This is an optimization exercise on Yosys and OpenROAD, whose aim is small area, not a production implementation.
The RTL was checked by simulation tests, not by an equivalence proof against the original design.
Power figures rest on the tool's default switching activity, not on a simulated workload. No driver is modelled on the clock port, so clocking that relies on it looks cheaper here than on a real chip.

## v48
// keyed_dirty_point_store_top
module keyed_dirty_point_store_top (
  input  logic        clk,
  input  logic        rst,
  input  logic        in_valid,
  output logic        in_stall,
  input  logic [2:0]  op,
  input  logic [31:0] key,
  input  logic [3:0]  byte_count,
  input  logic [63:0] value,
  output logic        out_valid,
  input  logic        out_stall,
  output logic [1:0]  status,
  output logic [63:0] read_value,
  output logic [3:0]  read_size,
  output logic [31:0] dirty_key,
  input  logic        cfg_valid,
  output logic        cfg_ready,
  input  logic [8:0]  buffer_bytes_in_use
);
For scale: about 2300 cells after synthesis, roughly 220 I/O pins.
==> flow/config.mk <==
export PLATFORM = sky130hd
export DESIGN_NAME = keyed_dirty_point_store_top
export DESIGN_NICKNAME = keyed_dirty_point_store_top
export VERILOG_FILES = /design/flow/design.v
export SDC_FILE = /design/flow/constraint.sdc
export NUM_CORES = 4
export LEC_CHECK = 0
export CAP_MARGIN = 20
export CORE_MARGIN = 2
export CORE_UTILIZATION = 40
export CTS_CLUSTER_DIAMETER = 60
export CTS_CLUSTER_SIZE = 44
export SLEW_MARGIN = 20
==> flow/constraint.sdc <==
create_clock -name core_clock -period 10.0 [get_ports {clk}]
set_input_delay 2.0000 -clock core_clock [delete_from_list [all_inputs] [get_ports {clk}]]
set_output_delay 2.0000 -clock core_clock [all_outputs]
set_load 0.01 [all_outputs]
run.sh (not shown) runs the stock make flow with config.mk's settings and CLKGATE_MAP_FILE= SYNTH_SCRIPT=/design/flow/synth_recipe.tcl, a recipe that flattens the netlist after the stock synthesis.
> inputs changed (v48 -> v18)
- CTS_CLUSTER_SIZE changed from 44 to 30
- CTS_CLUSTER_DIAMETER changed from 60 to 100
[summary]
v18 went all the way through the flow, and no timing, DRC or antenna check failed.
Diff v48 -> v18: final core area utilization shrank by 1.9 points, sequential share of layout area went up, design area shrank by about 4%.
v18 vs v48: largest vdd supply drop down
Changes in v56 relative to v18:
- CTS_CLUSTER_SIZE: 30 -> unset
- CTS_CLUSTER_DIAMETER: 100 -> unset
[summary]
- Of v56 and v18, it is v56 that has the higher proportion of power drawn by the clock network.
- Looking at number of vias in the routed layout across both flows, v56 is the weaker of the two, with v18 ahead.
- Between v56 and v18, it is v56 whose clock skew is higher, by 12 ps.
- Compared with v18, v56 shows a final instance area that is about 7% higher.
- Per the comparison of v56 with v18, arrival time of the worst setup path moved down, average wire per standard cell moved down, minimum setup slack in the final design moved up, proportion of power drawn by combinational gates moved down.
Changes in v40 relative to v56:
- CTS_CLUSTER_SIZE newly set to 30
- CTS_CLUSTER_DIAMETER newly set to 100
- CTS_BUF_LIST newly set to sky130_fd_sc_hd__clkbuf_8 sky130_fd_sc_hd__clkbuf_16
### Flow results
- v40 ended with every stage complete and zero timing, DRC or antenna violations.
- v56 has a lower minimum clock period after layout than v40.
- v40 ended with more average routed wire per standard cell than v56.
- The part of the power in combinational logic reported for v40 is greater than that of v56 by 0.2 points.
- Re clock buffer instance count of the final layout: v40 is 156 down on v56.
diff inputs: v40 => v15
- a deleted CTS_CLUSTER_SIZE that had been 30
- a deleted CTS_BUF_LIST that had been sky130_fd_sc_hd__clkbuf_8 sky130_fd_sc_hd__clkbuf_16
- a deleted CTS_CLUSTER_DIAMETER that had been 100
==> flow/flow/run.sh (new file) <==
#!/bin/bash
# standard layout with the smallest buffer on the ports and tuned clock tree; logs to this folder
export BUFFER_PORTS_ARGS="-buffer_cell sky130_fd_sc_hd__buf_1"
export CTS_ARGS="-sink_clustering_enable -sink_clustering_size 32 -sink_clustering_max_diameter 60 -buf_list sky130_fd_sc_hd__clkbuf_16 -repair_clock_nets -dont_use_dummy_load"
bash standard.sh > standard.log 2>&1
==> flow/standard.sh (new file) <==
#!/bin/bash
# synth_recipe.tcl (not shown) runs the flow's synth.tcl, then flattens the netlist and writes it again
# the make line also repeats each setting of config.mk as NAME=value (left out here)
make -C /OpenROAD-flow-scripts/flow DESIGN_CONFIG=/design/flow/config.mk WORK_HOME=/design/flow/orfs CLKGATE_MAP_FILE= SYNTH_SCRIPT=/design/flow/synth_recipe.tcl "${@:-finish}"
removed: flow/run.sh
==> comparison <==
- Between v40 and v15, the flow reports largest net degree at the start of global routing decreasing by a little under 10%.
- v15 vs. v40: setup slack higher; maximum clock rate picked up an extra 7.1 MHz; overall power now sits higher; total wirelength of the detailed-routed design roughly the same.
- Going from v40 to v15, via count grew slightly.


== run 1 ==
keyed_dirty_point_store_top, a different RTL version from the one above (not shown whole).
For scale: roughly 2300 cells after synthesis, ~0.038 mm2 of cells after synthesis.
Design keyed_dirty_point_store_top, start of the top module:
module keyed_dirty_point_store_top (
  input  logic        clk,
  input  logic        rst,
  input  logic        in_valid,
  output logic        in_stall,
  input  logic [2:0]  op,
  input  logic [31:0] key,
  input  logic [3:0]  byte_count,
  input  logic [63:0] value,
  output logic        out_valid,
  input  logic        out_stall,
  output logic [1:0]  status,
  output logic [63:0] read_value,
  output logic [3:0]  read_size,
  output logic [31:0] dirty_key,
  input  logic        cfg_valid,
  output logic        cfg_ready,
  input  logic [8:0]  buffer_bytes_in_use
);
export LEC_CHECK = 0
export CAP_MARGIN = 0
export CORE_MARGIN = 2
export CORE_UTILIZATION = 65
export SLEW_MARGIN = 0
export SYNTH_HIERARCHICAL = 1
create_clock -name core_clock -period 10.0 [get_ports {clk}]
standard.sh (not shown) runs the stock make flow with config.mk's settings and CLKGATE_MAP_FILE= SYNTH_SCRIPT=/design/flow/synth_recipe.tcl, a recipe that flattens the netlist after the stock synthesis.
==> flow/flow/run.sh <==
#!/bin/bash
# standard layout with the smallest buffer on the ports and tuned clock tree; logs to this folder
export BUFFER_PORTS_ARGS="-buffer_cell sky130_fd_sc_hd__buf_1"
export CTS_ARGS="-sink_clustering_enable -sink_clustering_size 34 -sink_clustering_max_diameter 300 -buf_list sky130_fd_sc_hd__clkbuf_16 -repair_clock_nets -dont_use_dummy_load"
bash standard.sh > standard.log 2>&1
Run 1 went all the way through synthesis, placement and routing and the layout is clean on timing, DRC and antenna.
What run 2 does differently from run 1 at the input level:
- a change of CORE_UTILIZATION from 65 to 55
- a change of CAP_MARGIN from 0 to 20
- a change of SLEW_MARGIN from 0 to 20
Notes after the runs:
Run 2 closes out successfully: all stages finished, all timing, DRC and antenna checks passed. Area of the die (run 1 / run 2): 0.848. Run 1 → run 2: worst hold slack has remained practically unchanged; utilization went down 11 points; non-clock buffer count now larger.
### run 2 -> run 3
- CORE_UTILIZATION changed from 55 to 65
==> flow/flow/run.sh <==
#!/bin/bash
# standard layout with the smallest buffer on the ports and tuned clock tree; logs to this folder
export BUFFER_PORTS_ARGS="-buffer_cell sky130_fd_sc_hd__buf_1"
export CTS_ARGS="-sink_clustering_enable -sink_clustering_size 33 -sink_clustering_max_diameter 300 -buf_list sky130_fd_sc_hd__clkbuf_16 -repair_clock_nets -dont_use_dummy_load"
bash standard.sh > standard.log 2>&1
Run 3: full flow OK, the timing, design-rule and antenna checks passed. Worst hold slack (run 3 over run 2): decrease, 0.051 ns. Relative to run 2, total power has increased by about 0.36% in run 3. [compare] base=run 2 new=run 3: tap cell instance count went down about 13%; instance area at placement moved down; register-to-register slack went down 0.14 ns; compound-gate portion of the synthesized area barely changed. Run 3 vs. run 2: clock skew saw an increase; area overhead of the layout relative to synthesis saw a decrease; final design utilization saw an increase; multi-input gate share of total cell area saw little to no change. Number of ordinary and repair buffers in the finished layout (run 3 vs. run 2) increases slightly.
What run 4 does differently from run 3 at the input level:
- swapping 65 for 70 in CORE_UTILIZATION
==> flow/flow/run.sh <==
#!/bin/bash
# standard layout with the smallest buffer on the ports and tuned clock tree; logs to this folder
export BUFFER_PORTS_ARGS="-buffer_cell sky130_fd_sc_hd__buf_1"
export CTS_ARGS="-sink_clustering_enable -sink_clustering_size 34 -sink_clustering_max_diameter 300 -buf_list sky130_fd_sc_hd__clkbuf_16 -repair_clock_nets -dont_use_dummy_load"
bash standard.sh > standard.log 2>&1
Across run 3 and run 4, the outcome is the same: a clean finish for every run.
The fraction of the cycle the final worst path needs on run 3 is in line with that on run 4.
Compared with run 3, in run 4 maximum frequency stayed essentially flat; hold slack rose by 0.024 ns; number of multi-input logic gates stayed essentially flat.
Edits applied to the flow inputs when going from run 4 to run 5:
- CORE_UTILIZATION now 65, was 70
==> run notes <==
Cell area essentially unchanged between run 5 and run 4. Comparing run 5 and run 4, the higher final worst-path cycle share is on run 5. Power: run 4 vs run 5, no meaningful difference. Changes observed in run 5 relative to run 4: length of routed met2 wiring went down 1900 um; post-route minimum period went up; total instance count after detailed placement rose by about 2.2%; worst slew margin relative to its limit picked up an extra 1.7 points; clock group total power level. Sort run 5 and run 4 by number of standard cells in the final layout excluding fillers, ascending, and run 4 comes first. ~same proportion of cell area occupied by multi-input gates in run 5 and run 4.


## JK
RTL: one of the versions met above, not the one the previous note started from.
Size: ~2300 cells after synthesis, ~1700 flip-flops, about 220 I/O pins, ~39000 µm² of cells after synthesis.
Settings: LEC_CHECK=0, CAP_MARGIN=20, CORE_MARGIN=2, CORE_UTILIZATION=40, SLEW_MARGIN=20; clock period 10.0 ns.
==> flow/flow/run.sh <==
#!/bin/bash
# standard layout with the smallest buffer on the ports and tuned clock tree; logs to this folder
export BUFFER_PORTS_ARGS="-buffer_cell sky130_fd_sc_hd__buf_1"
export CTS_ARGS="-sink_clustering_enable -sink_clustering_size 30 -sink_clustering_max_diameter 100 -buf_list sky130_fd_sc_hd__clkbuf_16 -repair_clock_nets -dont_use_dummy_load"
bash standard.sh > standard.log 2>&1
Relative to JK, the following input files were edited for MS:
# JK
export LEC_CHECK = 0
export CAP_MARGIN = 20
export CORE_MARGIN = 2
export CORE_UTILIZATION = 40
export SLEW_MARGIN = 20
create_clock -name core_clock -period 10.0 [get_ports {clk}]
# MS
export LEC_CHECK = 0
export CAP_MARGIN = 20
export CORE_MARGIN = 2
export CORE_UTILIZATION = 65
export SLEW_MARGIN = 20
create_clock -name core_clock -period 10.0 [get_ports {clk}]
==> flow/flow/run.sh <==
#!/bin/bash
# standard layout with the smallest buffer on the ports and tuned clock tree; logs to this folder
export BUFFER_PORTS_ARGS="-buffer_cell sky130_fd_sc_hd__buf_1"
export CTS_ARGS="-sink_clustering_enable -sink_clustering_size 34 -sink_clustering_max_diameter 300 -buf_list sky130_fd_sc_hd__clkbuf_16 -repair_clock_nets -dont_use_dummy_load"
bash standard.sh > standard.log 2>&1
Findings:
- For routed length on met1, dividing the value from JK by the value from MS gives 1.08.
- Against JK, MS comes in 4492 lower on number of filler instances in the final layout.
- In the tables for JK and MS, global routing usage on met3 reads higher with MS.
- JK → MS: delay of the slowest cell on the worst path has decreased, cell area power density moved down.
Here is what was changed in the inputs of AL compared with MS.
# MS
export LEC_CHECK = 0
export CAP_MARGIN = 20
export CORE_MARGIN = 2
export CORE_UTILIZATION = 65
export SLEW_MARGIN = 20
create_clock -name core_clock -period 10.0 [get_ports {clk}]
# AL
export LEC_CHECK = 0
export CAP_MARGIN = 20
export CORE_MARGIN = 2
export CORE_UTILIZATION = 40
export CTS_CLUSTER_DIAMETER = 100
export CTS_CLUSTER_SIZE = 30
export SLEW_MARGIN = 20
create_clock -name core_clock -period 10.0 [get_ports {clk}]
==> flow/flow/run.sh <==
#!/bin/bash
# standard layout with the smallest buffer on the ports, logging to this folder
export BUFFER_PORTS_ARGS="-buffer_cell sky130_fd_sc_hd__buf_1"
bash standard.sh > standard.log 2>&1
==> comparison <==
- Compared with MS, AL shows a global placement routability congestion that is about 5% lower.
- AL against MS: worst setup slack shrank by 0.32 ns; routed wire length grew by about 8%; final critical delay including setup and external delays rose 0.32 ns; critical path's largest stage delay moved up.
- Non-clock buffer total of the final layout ended up 0.87% higher on AL than on MS.
- MS → AL: post-layout total power increased by about 5.3% relative to the old numbers, number of hold buffers added after CTS now sits at about the same level.
--- input diff AL..TR ---
# AL
export LEC_CHECK = 0
export CAP_MARGIN = 20
export CORE_MARGIN = 2
export CORE_UTILIZATION = 40
export CTS_CLUSTER_DIAMETER = 100
export CTS_CLUSTER_SIZE = 30
export SLEW_MARGIN = 20
create_clock -name core_clock -period 10.0 [get_ports {clk}]
# TR
export LEC_CHECK = 0
export CAP_MARGIN = 20
export CORE_MARGIN = 2
export CORE_UTILIZATION = 40
export SLEW_MARGIN = 20
create_clock -name core_clock -period 10.0 [get_ports {clk}]
==> flow/flow/run.sh <==
#!/bin/bash
# standard layout, logging to this folder
bash standard.sh > standard.log 2>&1
## What came out
Lower share of cells above drive strength 1 goes to AL over TR.
TR vs AL — standard cell area after detailed placement climbed by a few percent
Compared with AL, weighted congestion reported at the end of routability-driven placement in TR increased slightly.
TR vs AL — wire length on met2 climbed by a few percent
Total inserted antenna cells came out lower on TR than on AL.
TR -> AL: portion of total power attributed to combinational logic flat
Compared with AL, TR ends up with a larger final cell area.

## separate check: timing with driven ports
Ports are ideal in the flow. The routed layouts listed here were re-timed in OpenROAD. Step 1: set_driving_cell puts a clkbuf_16 on clk and a buf_2 on each other input, an assumption about the parent block. Step 2 moves the port delays by t, midway between the first and last clock arrival at a register: inputs arrive t later, outputs are due t later. That takes back most of the time a late clock gives input paths. Three values: ideal ports, drivers, drivers and shift; two values: the first two.
run | t (ns) | slack for setup (ns) | worst setup path after step 2 | slew at the worst register clock pin (ns) | cell pins on the clock port's net
v48 | 0.755 | 3.636 / 3.681 / 2.926 | input to register | 0.12 / 0.12 | 1
v18 | 0.705 | 3.524 / 3.568 / 2.863 | input to register | 0.11 / 0.11 | 1
v56 | 0.791 | 3.678 / 3.725 / 2.933 | input to register | 0.06 / 0.06 | 1
v40 | 0.705 | 3.523 / 3.568 / 2.862 | input to register | 0.11 / 0.11 | 1
v15 | 0.707 | 3.808 / 3.844 / 3.137 | input to register | 0.11 / 0.11 | 1
run 1 | 0.696 | 3.862 / 3.901 / 3.206 | input to register | 0.12 / 0.12 | 1
run 2 | 0.693 | 3.937 / 3.970 / 3.277 | input to register | 0.12 / 0.12 | 1
run 3 | 0.674 | 3.840 / 3.878 / 3.204 | input to register | 0.12 / 0.12 | 1
run 4 | 0.682 | 3.848 / 3.879 / 3.197 | input to register | 0.12 / 0.12 | 1
run 5 | 0.685 | 3.819 / 3.859 / 3.173 | input to register | 0.12 / 0.12 | 1
JK | 0.682 | 3.775 / 3.812 / 3.130 | input to register | 0.11 / 0.11 | 1
MS | 0.692 | 4.120 / 4.151 / 3.459 | input to register | 0.12 / 0.12 | 1
AL | 0.707 | 3.804 / 3.841 / 3.134 | input to register | 0.11 / 0.11 | 1
TR | 0.791 | 3.678 / 3.725 / 2.933 | input to register | 0.06 / 0.06 | 1
After both steps setup and hold are still met in every run listed.
